Context: an optimization exercise on an open-source flow, tuned for small area and a short achievable clock period. The choices shown serve that exercise and are no tape-out recipe.
Where RTL was checked, it was by simulation tests only, not by an equivalence proof against the original.
Power and IR drop assume default switching activity.

// rvv_backend_mulmac_lanes
module rvv_backend_mulmac_lanes #(
  parameter int unsigned NUM_LANE = 2,
  parameter int unsigned LAT      = 3,
  parameter int unsigned OP_W     = 32,
  parameter int unsigned TAG_W    = 6
) (
  input  logic                               clk,
  input  logic                               rst,
  input  logic                               trap_flush_rvv,
  input  logic [$clog2(NUM_LANE+1)-1:0]      rs2ex_fifo_cnt,
  input  logic [NUM_LANE*OP_W-1:0]           rs2ex_uop_a,
  input  logic [NUM_LANE*OP_W-1:0]           rs2ex_uop_b,
  input  logic [NUM_LANE-1:0]                rs2ex_uop_signed,
  input  logic [NUM_LANE*TAG_W-1:0]          rs2ex_uop_tag,
  output logic [NUM_LANE-1:0]                ex2rs_fifo_pop,
  output logic [NUM_LANE-1:0]                ex2rob_valid,
  output logic [NUM_LANE*2*OP_W-1:0]         ex2rob_result,
  output logic [NUM_LANE*TAG_W-1:0]          ex2rob_tag,
  input  logic [NUM_LANE-1:0]                rob2ex_ready
);
For scale: roughly 5100 cells after synthesis, ~560 flip-flops, about 63000 sq um of cells after synthesis.
clock: 11.5 ns
lec_check: 0
cap_margin: 20
core_margin: 2
core_utilization: 80
cts_buf_list: sky130_fd_sc_hd__clkbuf_4 sky130_fd_sc_hd__clkbuf_8
slew_margin: 20
synth_hierarchical: 1
synth_minimum_keep_size: 0
standard.sh (not shown) runs the stock make flow with config.mk's settings and CLKGATE_MAP_FILE= SYNTH_SCRIPT=/design/flow/synth_recipe.tcl, a recipe that flattens the netlist after the stock synthesis.
==> flow/flow/run.sh <==
#!/bin/bash
# The standard ORFS layout (standard.sh, unchanged synthesis), with two changes to how
# the layout is optimised: the setup repair aims for a larger slack margin, and the port
# buffers are plain buffers (buf_1) rather than delay buffers. The SDC is the standard flow's.
set -euo pipefail
bash standard.sh SETUP_SLACK_MARGIN=6.4 "BUFFER_PORTS_ARGS=-buffer_cell sky130_fd_sc_hd__buf_1" finish > standard_flow.log 2>&1
Next try:
CORE_UTILIZATION = 70   (was 80)
What happened:
- maximum frequency shrinks by 0.60%
- routed wire length goes down by 1.1%
- critical path depth stays the same
- total power went down by 2.4%
- core utilization falls by 11 points
- synthesized area stays the same
- register-to-register slack is better by 190 ps
- clock power barely changes
Next try:
==> flow/flow/run.sh (replaced) <==
#!/bin/bash
# The standard ORFS layout (standard.sh, unchanged synthesis), with two changes to how
# the layout is optimised: the setup repair aims for a larger slack margin, and the port
# buffers are plain buffers (buf_1) rather than delay buffers. The SDC is the standard flow's.
set -euo pipefail
bash standard.sh SETUP_SLACK_MARGIN=6.6 "BUFFER_PORTS_ARGS=-buffer_cell sky130_fd_sc_hd__buf_1" finish > standard_flow.log 2>&1
CTS_BUF_LIST = sky130_fd_sc_hd__clkbuf_4   (was sky130_fd_sc_hd__clkbuf_4 sky130_fd_sc_hd__clkbuf_8)
CTS_CLUSTER_SIZE = 20   (was unset)
Outcome:
- power rises by about 1.1%
- maximum frequency rises by about 0.47%
- synthesized cell count is unchanged
- hold slack gets better by 18 ps
- cell area stays flat
Next try:
==> flow/flow/run.sh (replaced) <==
#!/bin/bash
# The standard ORFS layout (standard.sh, unchanged synthesis), with two changes to how
# the layout is optimised: the setup repair aims for a larger slack margin, and the port
# buffers are plain buffers (buf_2) rather than delay buffers. The SDC is the standard flow's.
set -euo pipefail
bash standard.sh SETUP_SLACK_MARGIN=6.4 "BUFFER_PORTS_ARGS=-buffer_cell sky130_fd_sc_hd__buf_2" finish > standard_flow.log 2>&1
CTS_BUF_LIST = unset   (was sky130_fd_sc_hd__clkbuf_4)
CTS_CLUSTER_SIZE = unset   (was 20)
After rerunning: Sequential power hardly moves; worst hold slack gets worse by 21 ps; synthesized area stays the same; count of clock-buffer cells in the layout shrinks by 147; power hardly moves; sequential share of layout area shrinks by 0.18 points.

---

Another version of the RTL of rvv_backend_mulmac_lanes (not shown whole).
Size: roughly 530 flip-flops, ~0.061 sq mm of cells after synthesis.
clock: 11.5 ns
lec_check: 0
cap_margin: 20
core_margin: 2
core_utilization: 70
cts_buf_list: sky130_fd_sc_hd__clkbuf_16
cts_cluster_diameter: 80
cts_cluster_size: 24
slew_margin: 20
synth_hierarchical: 1
synth_minimum_keep_size: 0
==> flow/flow/run.sh <==
#!/bin/bash
# The standard ORFS layout (standard.sh, unchanged synthesis), with two changes to how
# the layout is optimised: the setup repair aims for a larger slack margin, and the port
# buffers are plain buffers (buf_1) rather than delay buffers. The SDC is the standard flow's.
set -euo pipefail
bash standard.sh SETUP_SLACK_MARGIN=6.2 "BUFFER_PORTS_ARGS=-buffer_cell sky130_fd_sc_hd__buf_1" finish > standard_flow.log 2>&1
Next try:
==> flow/flow/run.sh (replaced) <==
#!/bin/bash
# The standard ORFS layout (standard.sh, unchanged synthesis), with two changes to how
# the layout is optimised: the setup repair aims for a larger slack margin, and the port
# buffers are plain buffers (buf_1) rather than delay buffers. The SDC is the standard flow's.
set -euo pipefail
bash standard.sh SETUP_SLACK_MARGIN=6.4 "BUFFER_PORTS_ARGS=-buffer_cell sky130_fd_sc_hd__buf_1" finish > standard_flow.log 2>&1
Outcome: Non-clock buffer count grows by 30; area after synthesis is unchanged; final cell count grows slightly.
Function was not checked in any run of this note: the RTL went through the layout flow alone.

---

Another version of the RTL of rvv_backend_mulmac_lanes (not shown whole).
For scale: about 5400 cells after synthesis, roughly 560 flip-flops, about 290 I/O pins, ~0.064 sq mm of cells after synthesis.
==> flow/config.mk <==
export PLATFORM = sky130hd
export DESIGN_NAME = rvv_backend_mulmac_lanes
export DESIGN_NICKNAME = rvv_backend_mulmac_lanes
export VERILOG_FILES = /design/flow/design.v
export SDC_FILE = /design/flow/constraint.sdc
export NUM_CORES = 4
export LEC_CHECK = 0
export CAP_MARGIN = 20
export CORE_MARGIN = 2
export CORE_UTILIZATION = 60
export SETUP_SLACK_MARGIN = 5
export SLEW_MARGIN = 20
export SYNTH_HIERARCHICAL = 1
export SYNTH_MINIMUM_KEEP_SIZE = 0
==> flow/constraint.sdc <==
create_clock -name core_clock -period 11.5 [get_ports {clk}]
set_input_delay 2.3000 -clock core_clock [delete_from_list [all_inputs] [get_ports {clk}]]
set_output_delay 2.3000 -clock core_clock [all_outputs]
set_load 0.01 [all_outputs]
run.sh (not shown) runs the stock make flow with config.mk's settings and CLKGATE_MAP_FILE= SYNTH_SCRIPT=/design/flow/synth_recipe.tcl, a recipe that flattens the netlist after the stock synthesis.
Stock flow here: none of the scripts above is used.
The starting point passed the timing, DRC and antenna checks.
==> next run, changes <==
Settings changed: CORE_UTILIZATION 60 to 70.
After rerunning:
- clock power decreases by a few percent
- sequential share of layout area increases by 0.12 points
- via count increases slightly
- wire length decreases by a few percent

---

== build 20 ==
Another version of the RTL of rvv_backend_mulmac_lanes (not shown whole).
Size: about 5000 cells after synthesis, roughly 560 flip-flops, ~0.062 mm² of cells after synthesis.
## rvv_backend_mulmac_lanes
module rvv_backend_mulmac_lanes #(
  parameter int unsigned NUM_LANE = 2,
  parameter int unsigned LAT      = 3,
  parameter int unsigned OP_W     = 32,
  parameter int unsigned TAG_W    = 6
) (
  input  logic                               clk,
  input  logic                               rst,
  input  logic                               trap_flush_rvv,
  input  logic [$clog2(NUM_LANE+1)-1:0]      rs2ex_fifo_cnt,
  input  logic [NUM_LANE*OP_W-1:0]           rs2ex_uop_a,
  input  logic [NUM_LANE*OP_W-1:0]           rs2ex_uop_b,
  input  logic [NUM_LANE-1:0]                rs2ex_uop_signed,
  input  logic [NUM_LANE*TAG_W-1:0]          rs2ex_uop_tag,
  output logic [NUM_LANE-1:0]                ex2rs_fifo_pop,
  output logic [NUM_LANE-1:0]                ex2rob_valid,
  output logic [NUM_LANE*2*OP_W-1:0]         ex2rob_result,
  output logic [NUM_LANE*TAG_W-1:0]          ex2rob_tag,
  input  logic [NUM_LANE-1:0]                rob2ex_ready
);
clock: 11.5 ns
lec_check: 0
cap_margin: 20
core_margin: 2
core_utilization: 78
cts_buf_list: sky130_fd_sc_hd__clkbuf_16
cts_cluster_diameter: 80
cts_cluster_size: 24
slew_margin: 20
synth_hierarchical: 1
synth_minimum_keep_size: 0
standard.sh (not shown) runs the stock make flow with config.mk's settings and CLKGATE_MAP_FILE= SYNTH_SCRIPT=/design/flow/synth_recipe.tcl, a recipe that flattens the netlist after the stock synthesis.
==> flow/flow/run.sh <==
#!/bin/bash
# The standard ORFS layout (standard.sh, unchanged synthesis), with two changes to how
# the layout is optimised: the setup repair aims for a larger slack margin, and the port
# buffers are plain buffers (buf_1) rather than delay buffers. The SDC is the standard flow's.
set -euo pipefail
bash standard.sh SETUP_SLACK_MARGIN=6.4 "BUFFER_PORTS_ARGS=-buffer_cell sky130_fd_sc_hd__buf_1" finish > standard_flow.log 2>&1
Changes in build 46 relative to build 20:
# build 20
export LEC_CHECK = 0
export CAP_MARGIN = 20
export CORE_MARGIN = 2
export CORE_UTILIZATION = 78
export CTS_BUF_LIST = sky130_fd_sc_hd__clkbuf_16
export CTS_CLUSTER_DIAMETER = 80
export CTS_CLUSTER_SIZE = 24
export SLEW_MARGIN = 20
export SYNTH_HIERARCHICAL = 1
export SYNTH_MINIMUM_KEEP_SIZE = 0
create_clock -name core_clock -period 11.5 [get_ports {clk}]
# build 46
export LEC_CHECK = 0
export CAP_MARGIN = 20
export CORE_MARGIN = 2
export CORE_UTILIZATION = 70
export CTS_BUF_LIST = sky130_fd_sc_hd__clkbuf_16
export CTS_CLUSTER_DIAMETER = 80
export CTS_CLUSTER_SIZE = 30
export SLEW_MARGIN = 20
export SYNTH_HIERARCHICAL = 1
export SYNTH_MINIMUM_KEEP_SIZE = 0
create_clock -name core_clock -period 11.5 [get_ports {clk}]
==> comparison <==
- In build 46 relative to build 20, detailed-route vias per instance had gone down by a few percent.
- Compared build 46 vs build 20, and portion of total power attributed to sequential cells is up in build 46.
- Build 46: global-route usage is 4.9 points lower than what build 20 reported.
- Compared with build 20, build 46 shows a higher minimum period implied by the final worst setup slack.
- Number of buffers added to fix hold violations after cts came out exactly the same in build 20 and build 46.
- ~same final layout net count in build 20 and build 46
- Build 20 has a higher worst setup slack than build 46.
- [compare] base=build 20 new=build 46: post-layout total power lost 1200 µW, fraction of standard cell area in multi-input logic moved down.
- Build 46 ends up with higher final area than build 20 does.
The inputs of build 4 differ from those of build 46 as listed below.
# build 46
export LEC_CHECK = 0
export CAP_MARGIN = 20
export CORE_MARGIN = 2
export CORE_UTILIZATION = 70
export CTS_BUF_LIST = sky130_fd_sc_hd__clkbuf_16
export CTS_CLUSTER_DIAMETER = 80
export CTS_CLUSTER_SIZE = 30
export SLEW_MARGIN = 20
export SYNTH_HIERARCHICAL = 1
export SYNTH_MINIMUM_KEEP_SIZE = 0
create_clock -name core_clock -period 11.5 [get_ports {clk}]
# build 4
export LEC_CHECK = 0
export CAP_MARGIN = 20
export CORE_MARGIN = 2
export CORE_UTILIZATION = 70
export CTS_BUF_LIST = sky130_fd_sc_hd__clkbuf_16
export CTS_CLUSTER_DIAMETER = 80
export CTS_CLUSTER_SIZE = 24
export SLEW_MARGIN = 20
export SYNTH_HIERARCHICAL = 1
export SYNTH_MINIMUM_KEEP_SIZE = 0
create_clock -name core_clock -period 11.5 [get_ports {clk}]
## What came out
- Reported for build 46 and build 4, number of clock sinks turned out identical to the last digit.
- When the final numbers for build 46 and build 4 were put side by side, the utilization turned out to be smaller in build 4.
- In the flow results for build 46 and build 4, the layout overhead on the synthesized area is larger on build 46.
- Between build 4 and build 46, the final period demand of the worst path figures differ only marginally.
- In build 4 relative to build 46, power after layout had gone down slightly.
### build 4 -> build 8
# build 4
export LEC_CHECK = 0
export CAP_MARGIN = 20
export CORE_MARGIN = 2
export CORE_UTILIZATION = 70
export CTS_BUF_LIST = sky130_fd_sc_hd__clkbuf_16
export CTS_CLUSTER_DIAMETER = 80
export CTS_CLUSTER_SIZE = 24
export SLEW_MARGIN = 20
export SYNTH_HIERARCHICAL = 1
export SYNTH_MINIMUM_KEEP_SIZE = 0
create_clock -name core_clock -period 11.5 [get_ports {clk}]
# build 8
export LEC_CHECK = 0
export CAP_MARGIN = 20
export CORE_MARGIN = 2
export CORE_UTILIZATION = 70
export CTS_BUF_LIST = sky130_fd_sc_hd__clkbuf_4 sky130_fd_sc_hd__clkbuf_8
export SLEW_MARGIN = 20
export SYNTH_HIERARCHICAL = 1
export SYNTH_MINIMUM_KEEP_SIZE = 0
create_clock -name core_clock -period 11.5 [get_ports {clk}]
==> run notes <==
No stage failed in build 8, and the final checks on the layout all came back clean. [build 8 vs build 4] total clock buffers created by CTS: higher in build 8. Looking at clock input transition at the sequential cells of the worst setup and hold paths, build 8 sits 30 ps lower than build 4 does. Going from build 4 to build 8, number of global-route vias before repair grew slightly. Compared with build 4, the detailed router inserted more vias in build 8. Going from build 4 to build 8, count of clock buffers in the final design grows by about 250%. Summary of build 8 over build 4: design area +about 1.4%; number of buffers and inverters on the critical path ~0 delta.

-- port drivers added, routing unchanged --
Ports are ideal in the flow. The routed layouts listed here were re-timed in OpenROAD.
Step 1 sets driving cells, clkbuf_16 on the clock port and buf_2 on the other inputs (assumed; they add their load-dependent delay and slew).
Step 2 adds t to the input delays and takes it off the output delays; t is the mean of the earliest and latest rising clock arrival at the registers after step 1. Input paths then give back, and output paths get back, about the clock's delay inside the block.
Slacks: ideal / step 1 / step 2; pairs: ideal / step 1.
run	shift t [ns]	slack for setup (ns)	pins driven straight from the clock port
the first run of note 1	0.803	6.319 / 6.292 / 6.292	1
the second run of note 1	0.826	6.287 / 6.247 / 6.247	1
the third run of note 1	1.094	6.312 / 6.264 / 6.264	1
the fourth run of note 1	0.760	6.320 / 6.278 / 6.256	1
the first run of note 2	0.708	6.253 / 6.252 / 6.252	1
the second run of note 2	0.728	6.316 / 6.262 / 6.262	1
the first run of note 3	0.716	5.153 / 5.130 / 5.130	1
the second run of note 3	0.760	5.117 / 5.095 / 5.095	1
build 20	0.676	6.314 / 6.272 / 6.272	1
build 46	0.716	6.284 / 6.244 / 6.244	1
build 4	0.710	6.283 / 6.243 / 6.243	1
build 8	0.844	6.284 / 6.244 / 6.244	1
After both steps setup and hold are still met in every run listed. For the fourth run of note 1, which loses most, drivers alone change the setup slack by -0.042 ns; drivers and shift together by -0.064 ns.
